Source: an optimization exercise on an open RTL-to-GDS flow (aim: small area, a short achievable clock period and few clock cycles per item). Production flows keep margins and buffers that such runs may drop.
The RTL was checked by simulation tests, not by an equivalence proof against the original design.
Power and IR drop assume default switching activity.

<file path="flow/design.v">
`timescale 1ns / 1ps
package gmr_pkg;
  localparam int unsigned MAX_REGIONS_DEF = 16;
  localparam int unsigned KIND_W   = 2;
  localparam int unsigned ADDR_W   = 64;
  localparam int unsigned STATUS_W = 3;
  localparam int unsigned RIDX_W   = 4;
  localparam int unsigned PSL_W    = 5;
  localparam int unsigned ENTRY_W = 2 * ADDR_W + 1;
  localparam int unsigned CFG_IDX_W  = 2;
  localparam int unsigned CFG_DATA_W = 32;
  localparam logic [CFG_IDX_W-1:0] CFG_PAGE_SIZE_LOG2 = 2'd0;
  localparam logic [CFG_IDX_W-1:0] CFG_ADDS_ALLOWED   = 2'd1;
  localparam logic [PSL_W-1:0]     PSL_RESET          = 5'd12;
  localparam logic [KIND_W-1:0] KIND_ADD   = 2'd0;
  localparam logic [KIND_W-1:0] KIND_MAP   = 2'd1;
  localparam logic [KIND_W-1:0] KIND_CLEAR = 2'd2;
  localparam logic [STATUS_W-1:0] ST_OK       = 3'd0;
  localparam logic [STATUS_W-1:0] ST_INVALID  = 3'd1;
  localparam logic [STATUS_W-1:0] ST_BUSY     = 3'd2;
  localparam logic [STATUS_W-1:0] ST_OVERFLOW = 3'd3;
  localparam logic [STATUS_W-1:0] ST_FULL     = 3'd4;
  localparam logic [STATUS_W-1:0] ST_UNMAPPED = 3'd5;
  typedef struct packed {
    logic [STATUS_W-1:0] status;
    logic [RIDX_W-1:0]   region_index;
    logic [ADDR_W-1:0]   offset;
    logic [ADDR_W-1:0]   granted_length;
    logic                full_span;
  } res_t;
endpackage
`timescale 1ns / 1ps
module gmr_ram #(
  parameter int unsigned Width = 8,
  parameter int unsigned Depth = 16
) (
  input  logic                                    clk_i,
  input  logic                                    we_i,
  input  logic [$clog2(Depth > 1 ? Depth : 2)-1:0] waddr_i,
  input  logic [Width-1:0]                        wdata_i,
  input  logic [$clog2(Depth > 1 ? Depth : 2)-1:0] raddr_i,
  output logic [Width-1:0]                        rdata_o
);
  logic [Width-1:0] mem_q [Depth];
  logic [Width-1:0] rdata_q;
  always_ff @(posedge clk_i) begin
    if (we_i) begin
      mem_q[waddr_i] <= wdata_i;
    end
    rdata_q <= mem_q[raddr_i];
  end
  assign rdata_o = rdata_q;
endmodule
`timescale 1ns / 1ps
module guest_memory_region_map_unit #(
  parameter int unsigned MaxRegions = gmr_pkg::MAX_REGIONS_DEF
) (
  input  logic                             clk_i,
  input  logic                             rst_ni,
  input  logic                             in_valid_i,
  output logic                             in_stall_o,
  input  logic [gmr_pkg::KIND_W-1:0]       kind_i,
  input  logic [gmr_pkg::ADDR_W-1:0]       address_i,
  input  logic [gmr_pkg::ADDR_W-1:0]       length_i,
  input  logic                             write_access_i,
  input  logic                             read_only_i,
  output logic                             out_valid_o,
  input  logic                             out_stall_i,
  output logic [gmr_pkg::STATUS_W-1:0]     status_o,
  output logic [gmr_pkg::RIDX_W-1:0]       region_index_o,
  output logic [gmr_pkg::ADDR_W-1:0]       offset_o,
  output logic [gmr_pkg::ADDR_W-1:0]       granted_length_o,
  output logic                             full_span_o,
  input  logic                             cfg_valid_i,
  output logic                             cfg_ready_o,
  input  logic [gmr_pkg::CFG_IDX_W-1:0]    cfg_index_i,
  input  logic [gmr_pkg::CFG_DATA_W-1:0]   cfg_data_i
);
  localparam int unsigned IdxW = $clog2(MaxRegions > 1 ? MaxRegions : 2);
  localparam int unsigned CntW = $clog2(MaxRegions + 1);
  localparam logic [3:0] S_IDLE = 4'd0;
  localparam logic [3:0] S_PRE  = 4'd1;
  localparam logic [3:0] S_TOT  = 4'd2;
  localparam logic [3:0] S_WALK = 4'd3;
  localparam logic [3:0] S_FIN  = 4'd4;
  localparam logic [3:0] S_OFF  = 4'd5;
  localparam logic [3:0] S_AVL  = 4'd6;
  localparam logic [3:0] S_GNT  = 4'd7;
  localparam logic [3:0] S_DONE = 4'd8;
  logic [3:0]       state_q, state_d;
  logic [CntW-1:0]  used_q, used_d;
  logic [gmr_pkg::ADDR_W-1:0] total_q, total_d;
  logic [gmr_pkg::PSL_W-1:0] psl_q, psl_d;
  logic             adds_q, adds_d;
  logic [CntW-1:0]  cnt_q, cnt_d;
  logic             rvalid_q, rvalid_d;
  logic             found_q, found_d;
  logic             out_valid_q, out_valid_d;
  logic [gmr_pkg::KIND_W-1:0] kind_q, kind_d;
  logic [gmr_pkg::ADDR_W-1:0] addr_q, addr_d;
  logic [gmr_pkg::ADDR_W-1:0] len_q, len_d;
  logic              wr_q, wr_d;
  logic              ro_q, ro_d;
  logic [gmr_pkg::ADDR_W-1:0] end_q, end_d;
  logic              wrap_q, wrap_d;
  logic [gmr_pkg::ADDR_W-1:0] tot_new_q, tot_new_d;
  logic [CntW-1:0]   ridx_q, ridx_d;
  logic [gmr_pkg::ADDR_W-1:0] hit_base_q, hit_base_d;
  logic [gmr_pkg::ADDR_W-1:0] hit_end_q, hit_end_d;
  logic              hit_lock_q, hit_lock_d;
  logic [CntW-1:0]   hit_idx_q, hit_idx_d;
  logic [gmr_pkg::ADDR_W-1:0] off_q, off_d;
  logic [gmr_pkg::ADDR_W-1:0] avail_q, avail_d;
  gmr_pkg::res_t              res_q, res_d;
  gmr_pkg::res_t              out_q, out_d;
  logic [gmr_pkg::ADDR_W-1:0] op_a, op_b;
  logic              op_cin;
  logic [gmr_pkg::ADDR_W:0]   sum;
  logic               ram_we;
  logic [IdxW-1:0]    ram_waddr, ram_raddr;
  logic [gmr_pkg::ENTRY_W-1:0] ram_wdata, ram_rdata;
  logic [gmr_pkg::ADDR_W-1:0]  rd_base, rd_end;
  logic               rd_lock;
  logic              match, hit_now, issue;
  logic [gmr_pkg::ADDR_W-1:0] mask;
  logic              misaligned;
  logic              accept;
  assign accept     = in_valid_i && !in_stall_o;
  assign in_stall_o = (state_q != S_IDLE);
  assign cfg_ready_o = 1'b1;
  always_comb begin
    op_a   = addr_q;
    op_b   = len_q;
    op_cin = 1'b0;
    unique case (state_q)
      S_TOT: begin
        op_a = total_q;
      end
      S_OFF: begin
        op_b   = ~hit_base_q;
        op_cin = 1'b1;
      end
      S_AVL: begin
        op_a   = hit_end_q;
        op_b   = ~addr_q;
        op_cin = 1'b1;
      end
      default: begin
      end
    endcase
  end
  assign sum = {1'b0, op_a} + {1'b0, op_b} + {{gmr_pkg::ADDR_W{1'b0}}, op_cin};
  assign mask       = (64'd1 << psl_q) - 64'd1;
  assign misaligned = ((addr_q | len_q) & mask) != '0;
  assign rd_base = ram_rdata[gmr_pkg::ENTRY_W-1 -: gmr_pkg::ADDR_W];
  assign rd_end  = ram_rdata[gmr_pkg::ADDR_W:1];
  assign rd_lock = ram_rdata[0];
  always_comb begin
    if (kind_q == gmr_pkg::KIND_ADD) begin
      match = (addr_q < rd_end) && (rd_base < end_q);
    end else begin
      match = (addr_q >= rd_base) && (addr_q < rd_end);
    end
  end
  assign hit_now = rvalid_q && match;
  assign issue   = (state_q == S_WALK) && (cnt_q != used_q) && !hit_now;
  assign ram_raddr = cnt_q[IdxW-1:0];
  assign ram_waddr = used_q[IdxW-1:0];
  assign ram_wdata = {addr_q, end_q, ro_q};
  always_comb begin
    state_d     = state_q;
    used_d      = used_q;
    total_d     = total_q;
    psl_d       = psl_q;
    adds_d      = adds_q;
    cnt_d       = cnt_q;
    rvalid_d    = 1'b0;
    found_d     = found_q;
    out_valid_d = out_valid_q;
    kind_d      = kind_q;
    addr_d      = addr_q;
    len_d       = len_q;
    wr_d        = wr_q;
    ro_d        = ro_q;
    end_d       = end_q;
    wrap_d      = wrap_q;
    tot_new_d   = tot_new_q;
    ridx_d      = ridx_q;
    hit_base_d  = hit_base_q;
    hit_end_d   = hit_end_q;
    hit_lock_d  = hit_lock_q;
    hit_idx_d   = hit_idx_q;
    off_d       = off_q;
    avail_d     = avail_q;
    res_d       = res_q;
    out_d       = out_q;
    ram_we      = 1'b0;
    if (cfg_valid_i) begin
      unique case (cfg_index_i)
        gmr_pkg::CFG_PAGE_SIZE_LOG2: psl_d  = cfg_data_i[gmr_pkg::PSL_W-1:0];
        gmr_pkg::CFG_ADDS_ALLOWED:   adds_d = cfg_data_i[0];
        default: begin
        end
      endcase
    end
    if (out_valid_q && !out_stall_i) begin
      out_valid_d = 1'b0;
    end
    unique case (state_q)
      S_IDLE: begin
        if (accept) begin
          kind_d  = kind_i;
          addr_d  = address_i;
          len_d   = length_i;
          wr_d    = write_access_i;
          ro_d    = read_only_i;
          state_d = S_PRE;
        end
      end
      S_PRE: begin
        end_d   = sum[gmr_pkg::ADDR_W-1:0];
        wrap_d  = sum[gmr_pkg::ADDR_W];
        res_d   = '0;
        cnt_d   = '0;
        found_d = 1'b0;
        if (kind_q == gmr_pkg::KIND_ADD) begin
          state_d = S_TOT;
        end else if (kind_q == gmr_pkg::KIND_MAP) begin
          if (len_q == '0 || sum[gmr_pkg::ADDR_W]) begin
            res_d.status = gmr_pkg::ST_INVALID;
            state_d      = S_DONE;
          end else begin
            state_d = S_WALK;
          end
        end else if (kind_q == gmr_pkg::KIND_CLEAR) begin
          used_d       = '0;
          total_d      = '0;
          res_d.status = gmr_pkg::ST_OK;
          state_d      = S_DONE;
        end else begin
          res_d.status = gmr_pkg::ST_INVALID;
          state_d      = S_DONE;
        end
      end
      S_TOT: begin
        tot_new_d = sum[gmr_pkg::ADDR_W-1:0];
        priority if (len_q == '0) begin
          res_d.status = gmr_pkg::ST_INVALID;
          state_d      = S_DONE;
        end else if (!adds_q) begin
          res_d.status = gmr_pkg::ST_BUSY;
          state_d      = S_DONE;
        end else if (sum[gmr_pkg::ADDR_W] || wrap_q) begin
          res_d.status = gmr_pkg::ST_OVERFLOW;
          state_d      = S_DONE;
        end else if (misaligned) begin
          res_d.status = gmr_pkg::ST_INVALID;
          state_d      = S_DONE;
        end else begin
          state_d = S_WALK;
        end
      end
      S_WALK: begin
        if (issue) begin
          cnt_d    = cnt_q + CntW'(1);
          rvalid_d = 1'b1;
          ridx_d   = cnt_q;
        end
        if (hit_now) begin
          found_d    = 1'b1;
          hit_base_d = rd_base;
          hit_end_d  = rd_end;
          hit_lock_d = rd_lock;
          hit_idx_d  = ridx_q;
          state_d    = S_FIN;
        end else if (cnt_q == used_q) begin
          state_d = S_FIN;
        end
      end
      S_FIN: begin
        state_d = S_DONE;
        if (kind_q == gmr_pkg::KIND_ADD) begin
          priority if (found_q) begin
            res_d.status = gmr_pkg::ST_BUSY;
          end else if (used_q >= CntW'(MaxRegions)) begin
            res_d.status = gmr_pkg::ST_FULL;
          end else begin
            ram_we             = 1'b1;
            used_d             = used_q + CntW'(1);
            total_d            = tot_new_q;
            res_d.status       = gmr_pkg::ST_OK;
            res_d.region_index = gmr_pkg::RIDX_W'(used_q);
          end
        end else begin
          priority if (!found_q) begin
            res_d.status = gmr_pkg::ST_UNMAPPED;
          end else if (wr_q && hit_lock_q) begin
            res_d.status = gmr_pkg::ST_INVALID;
          end else begin
            state_d = S_OFF;
          end
        end
      end
      S_OFF: begin
        off_d   = sum[gmr_pkg::ADDR_W-1:0];
        state_d = S_AVL;
      end
      S_AVL: begin
        avail_d = sum[gmr_pkg::ADDR_W-1:0];
        state_d = S_GNT;
      end
      S_GNT: begin
        res_d.status         = gmr_pkg::ST_OK;
        res_d.region_index   = gmr_pkg::RIDX_W'(hit_idx_q);
        res_d.offset         = off_q;
        res_d.granted_length = (len_q < avail_q) ? len_q : avail_q;
        res_d.full_span      = (len_q <= avail_q);
        state_d              = S_DONE;
      end
      S_DONE: begin
        if (!out_valid_q || !out_stall_i) begin
          out_d       = res_q;
          out_valid_d = 1'b1;
          state_d     = S_IDLE;
        end
      end
      default: begin
        state_d = S_IDLE;
      end
    endcase
  end
  always_ff @(posedge clk_i or negedge rst_ni) begin
    if (!rst_ni) begin
      state_q     <= S_IDLE;
      used_q      <= '0;
      total_q     <= '0;
      psl_q       <= gmr_pkg::PSL_RESET;
      adds_q      <= 1'b1;
      cnt_q       <= '0;
      rvalid_q    <= 1'b0;
      found_q     <= 1'b0;
      out_valid_q <= 1'b0;
    end else begin
      state_q     <= state_d;
      used_q      <= used_d;
      total_q     <= total_d;
      psl_q       <= psl_d;
      adds_q      <= adds_d;
      cnt_q       <= cnt_d;
      rvalid_q    <= rvalid_d;
      found_q     <= found_d;
      out_valid_q <= out_valid_d;
    end
  end
  always_ff @(posedge clk_i) begin
    kind_q     <= kind_d;
    addr_q     <= addr_d;
    len_q      <= len_d;
    wr_q       <= wr_d;
    ro_q       <= ro_d;
    end_q      <= end_d;
    wrap_q     <= wrap_d;
    tot_new_q  <= tot_new_d;
    ridx_q     <= ridx_d;
    hit_base_q <= hit_base_d;
    hit_end_q  <= hit_end_d;
    hit_lock_q <= hit_lock_d;
    hit_idx_q  <= hit_idx_d;
    off_q      <= off_d;
    avail_q    <= avail_d;
    res_q      <= res_d;
    out_q      <= out_d;
  end
  gmr_ram #(
    .Width (gmr_pkg::ENTRY_W),
    .Depth (MaxRegions)
  ) u_table (
    .clk_i   (clk_i),
    .we_i    (ram_we),
    .waddr_i (ram_waddr),
    .wdata_i (ram_wdata),
    .raddr_i (ram_raddr),
    .rdata_o (ram_rdata)
  );
  assign out_valid_o      = out_valid_q;
  assign status_o         = out_q.status;
  assign region_index_o   = out_q.region_index;
  assign offset_o         = out_q.offset;
  assign granted_length_o = out_q.granted_length;
  assign full_span_o      = out_q.full_span;
endmodule
</file>
<file path="flow/run.sh">
#!/bin/bash
# synth_recipe.tcl (not shown) runs the flow's synth.tcl, then flattens the netlist and writes it again
# the make line also repeats each setting of config.mk as NAME=value (left out here)
make -C /OpenROAD-flow-scripts/flow DESIGN_CONFIG=/design/flow/config.mk WORK_HOME=/design/flow/orfs CLKGATE_MAP_FILE= SYNTH_SCRIPT=/design/flow/synth_recipe.tcl finish
</file>
<file path="flow/config.mk">
export PLATFORM = sky130hd
export DESIGN_NAME = guest_memory_region_map_unit
export DESIGN_NICKNAME = guest_memory_region_map_unit
export VERILOG_FILES = /design/flow/design.v
export SDC_FILE = /design/flow/constraint.sdc
export NUM_CORES = 4
export LEC_CHECK = 0
export CAP_MARGIN = 20
export CORE_MARGIN = 2
export CORE_UTILIZATION = 40
export SLEW_MARGIN = 20
</file>
<file path="flow/constraint.sdc">
create_clock -name core_clock -period 8.5 [get_ports {clk_i}]
set_input_delay 1.7000 -clock core_clock [delete_from_list [all_inputs] [get_ports {clk_i}]]
set_output_delay 1.7000 -clock core_clock [all_outputs]
set_load 0.01 [all_outputs]
</file>
==> run summary <==
final timing paths:
check | endpoint | slack [ps] | depth (start not counted)
worst min-delay path | out_q[40]$_DFFE_PP_ | 410 | 0
worst max-delay path | avail_q[44]$_DFFE_PN_ | 1190 | 17
worst max register to register | avail_q[44]$_DFFE_PN_ | 1190 | 17
max in group asynchronous | cnt_q[2]$_DFFE_PN0P_ | 6100 | 2
worst min register to register | out_q[40]$_DFFE_PP_ | 410 | 0
min in group asynchronous | out_valid_q$_DFF_PN0_ | 740 | 1
kinds of logic (layout without fill, tap and decap cells):
| logic type | count (synthesis) | in the layout | share of synthesized area |
|---|---|---|---|
| mux | 657 | 657 | 0.120 |
| simple gates | 842 | 842 | 0.0342 |
| other cells | 1 | 4 | 0.0000308 |
| xor+xnor | 62 | 62 | 0.00446 |
| flops | 3078 | 3078 | 0.745 |
| buf+inv | 567 | 1317 | 0.0177 |
| compound gates | 791 | 791 | 0.0450 |
| fa+ha+maj | 326 | 326 | 0.0336 |
sequential cells by signal, indices dropped and copies added (netlist names), 129 cells and up:
register / count
out_q: 136
res_q: 136
u_table.mem_q: 2064
u_table.rdata_q: 129
metal layers:
layer / up-vias / track usage / wire length [µm]
met3: 589 / 0.0283 / 22900
met4: 0 / 0.0968 / 16600
li1: 26698 / - / -
met5: - / 0 / 0
met2: 2791 / 0.348 / 161000
met1: 34141 / 0.297 / 139000
final cells by class:
| class | count | area share |
|---|---|---|
| clock inverter | 177 | 0.0144 |
| multi-input combinational | 2679 | 0.206 |
| sequential | 3078 | 0.643 |
| inverter | 284 | 0.00763 |
| timing repair buffer | 422 | 0.0297 |
| tap | 3978 | 0.0353 |
| antenna | 3 | 0.0000532 |
| clock buffer | 434 | 0.0635 |
layout by cell type (no fill, tap or decap), types with 22 or more instances in the layout:
cell type | synthesis | routed
edfxtp_1 | 2862 | 2862
mux4_2 | 645 | 645
clkbuf_16 | 0 | 329
ha_1 | 324 | 324
clkdlybuf4s50_1 | 0 | 280
inv_1 | 283 | 279
nor2_1 | 238 | 235
nand2_1 | 172 | 168
a21oi_1 | 160 | 159
dfxtp_1 | 129 | 129
nand3_1 | 118 | 117
buf_4 | 2 | 117
o21ai_0 | 100 | 100
a21o_1 | 83 | 83
dfrtp_1 | 84 | 80
o22ai_1 | 74 | 74
clkbuf_1 | 204 | 72
o31ai_1 | 69 | 68
and2_1 | 80 | 68
a22o_1 | 68 | 68
o221ai_1 | 66 | 66
clkinv_2 | 0 | 55
nand4_1 | 51 | 51
clkinv_1 | 0 | 43
xnor2_1 | 36 | 36
clkbuf_8 | 0 | 33
nor3_1 | 30 | 28
nor4_1 | 27 | 27
xor2_1 | 26 | 26
and3_1 | 30 | 25
bufinv_16 | 0 | 24
buf_12 | 0 | 22
where the power goes:
group,switching (W),internal (W),total [W]
combinational,0.00526,0.00219,0.00745
sequential,0.00156,0.0196,0.0211
clock,0.00613,0.00827,0.0144
Yosys cell counts (30+ instances only):
cell type	count
o22ai_1	74
a21o_1	83
buf_1	61
dfrtp_1	84
nand2_1	172
o221ai_1	66
clkbuf_1	204
and3_1	30
and2_1	80
o21ai_0	100
edfxtp_1	2862
nand4_1	51
o31ai_1	69
dfxtp_1	129
ha_1	324
a22o_1	68
xnor2_1	36
nor3_1	30
nor2_1	238
a21oi_1	160
inv_1	283
mux4_2	645
nand3_1	118
metrics by stage:
step | hold slack [ps] | utilization | power, W | area [µm²] | std cells
finish | 409 | 0.466 | 0.0430 | 141000 | 11055
global route | 416 | 0.466 | 0.0444 | 141000 | 11053
CTS | 406 | 0.465 | 0.0431 | 141000 | 11051
detailed placement | 405 | 0.429 | 0.0287 | 130000 | 10440
global placement | 402 | 0.429 | 0.0285 | 130000 | 10438
floorplan | 386 | - | 0.0247 | 122000 | 6324
worst max-delay path: stages, from the launching register on:
cell	delay, ps
dfrtp_1	500
nor2b_1	520
nand2_4	420
inv_4	570
nor2_4	110
buf_4	280
nand2_1	130
o221ai_1	120
ha_1	420
a21o_1	170
a31oi_1	180
o31ai_1	610
a31oi_1	450
o2bb2ai_1	780
nor2_1	150
o21ai_0	600
a21oi_1	190
xnor2_1	700
==> impl_metrics.json <==
{
  "synth.largest_area_cell": "edfxtp_1",
  "syn_area_um2": 122000,
  "cts_buffer_depth": 4,
  "cp-end-kind": "flip-flop",
  "cts_resized": 0,
  "setup_ws_ps": 1190,
  "hold_viol_final": 0,
  "nNetsFinal": 7290,
  "dr_total_vias": 64219,
  "outcome": "no timing/DRC/antenna violations",
  "leakagePower_nw": 46.5,
  "drive_gt1_frac": 0.193,
  "syn-num-nets": 6821,
  "first_pass_iters": 5,
  "hp-start": "res_q[40]$_SDFFCE_PP0P_",
  "synthArstFlopShare": 0.0283,
  "vdd_drop_max_uv": 269,
  "slew_headroom": 0.165,
  "die_area_um2": 309000,
  "drc": 0,
  "slew_viol_final": 0,
  "grt_pass1_vias": 64386,
  "multiInputGateArea_um2": 29100,
  "drt_iter0_markers": 7452,
  "cts_setup_buffers": 0,
  "period_share": 0.861,
  "cts_made_buffers": 328,
  "pre_cts_ws_ps": 1430,
  "core_area_um2": 303000,
  "drt-total-wl_um": 340000,
  "cp-startpoint": "state_q[3]$_DFFE_PN0P_",
  "synthTopCellsByArea": "edfxtp_1, mux4_2, ha_1",
  "rsz0062_at_grt": "no",
  "fin_skew_ps": 66.4,
  "h-tree-depth": 5,
  "portBuffers": 281,
  "clk_pin_slew_ps": 60,
  "hold_class": "reg -> reg",
  "setup_viol": 0,
  "synth_flop_cell": "edfxtp_1",
  "tns_ps": 0,
  "antenna_found_initial": 15,
  "fmax_mhz": 137,
  "ys_seq_area_frac": 0.745,
  "io_pins": 310,
  "tightest_slew_ps": 1230,
  "min_period_ps": 7310,
  "synthCells": 6324,
  "syn2layout_area_growth_pct": 15.8,
  "critPathKind": "reg -> reg",
  "dp_hpwl_um": 203000,
  "cts_sinks": 3078,
  "track_usage": 0.217,
  "synth_top_area_frac": 0.706,
  "synth-edff-count": 2862,
  "ant_nets": 0,
  "yosysWarnings": 2,
  "powerDensity_nw_per_um2": 305,
  "n_fill_cell": 25135,
  "cts_root_buf": "clkbuf_16",
  "hold_buffers": 0,
  "place_congestion": 0.949,
  "cp_max_fo": 33,
  "initial_utilization": 0.402,
  "wl_per_cell_um": 30.8,
  "avgViaCountPerCell": 5.81,
  "r2r-start": "state_q[3]$_DFFE_PN0P_",
  "start_kind": "flip-flop",
  "ys_types": 97,
  "grt_pass1_wl_um": 480000,
  "dieWidth_um": 556,
  "die_height_um": 556,
  "tritoncts": "yes",
  "seq_area_um2": 90700,
  "rows": 202,
  "grt_overflow_total": 0,
  "syn_area_per_cell_um2": 19.3,
  "crit_arrival_ps": 7900,
  "required_ps": 9080,
  "grt_max_degree": 128,
  "clock_latency_ps": 930,
  "maxCapViolations": 0,
  "synth-seq-cells": 3078
}
Testbench counts, summed over its fixed seeds: cycles 53,357, items 3,808.

==> what the ideal ports hide <==
How much do the figures lean on ideal ports? The routed layout below was timed once more, with nothing changed but the port constraints. Step 1 assumes that a clkbuf_16 drives the clock port and a buf_2 every other input. Step 2 adds t to the input delays and takes it off the output delays; t is the mean of the earliest and latest rising clock arrival at the registers after step 1. Input paths then give back, and output paths get back, about the clock's delay inside the block. Slacks: ideal ports / drivers / drivers and shift; pairs: ideal ports / drivers.
t, ns: 0.996
slack for setup (ns): 1.185 / 1.185 / 1.185
worst hold slack (ns): 0.409 / 0.409 / 0.409
latest minus earliest clock arrival (ns): 0.073 / 0.073
slew at the worst register clock pin (ns): 0.07 / 0.07
After both steps setup and hold are still met in this run. The setup slack of this run moves by 0.000 ns with the drivers and by 0.000 ns with both steps.
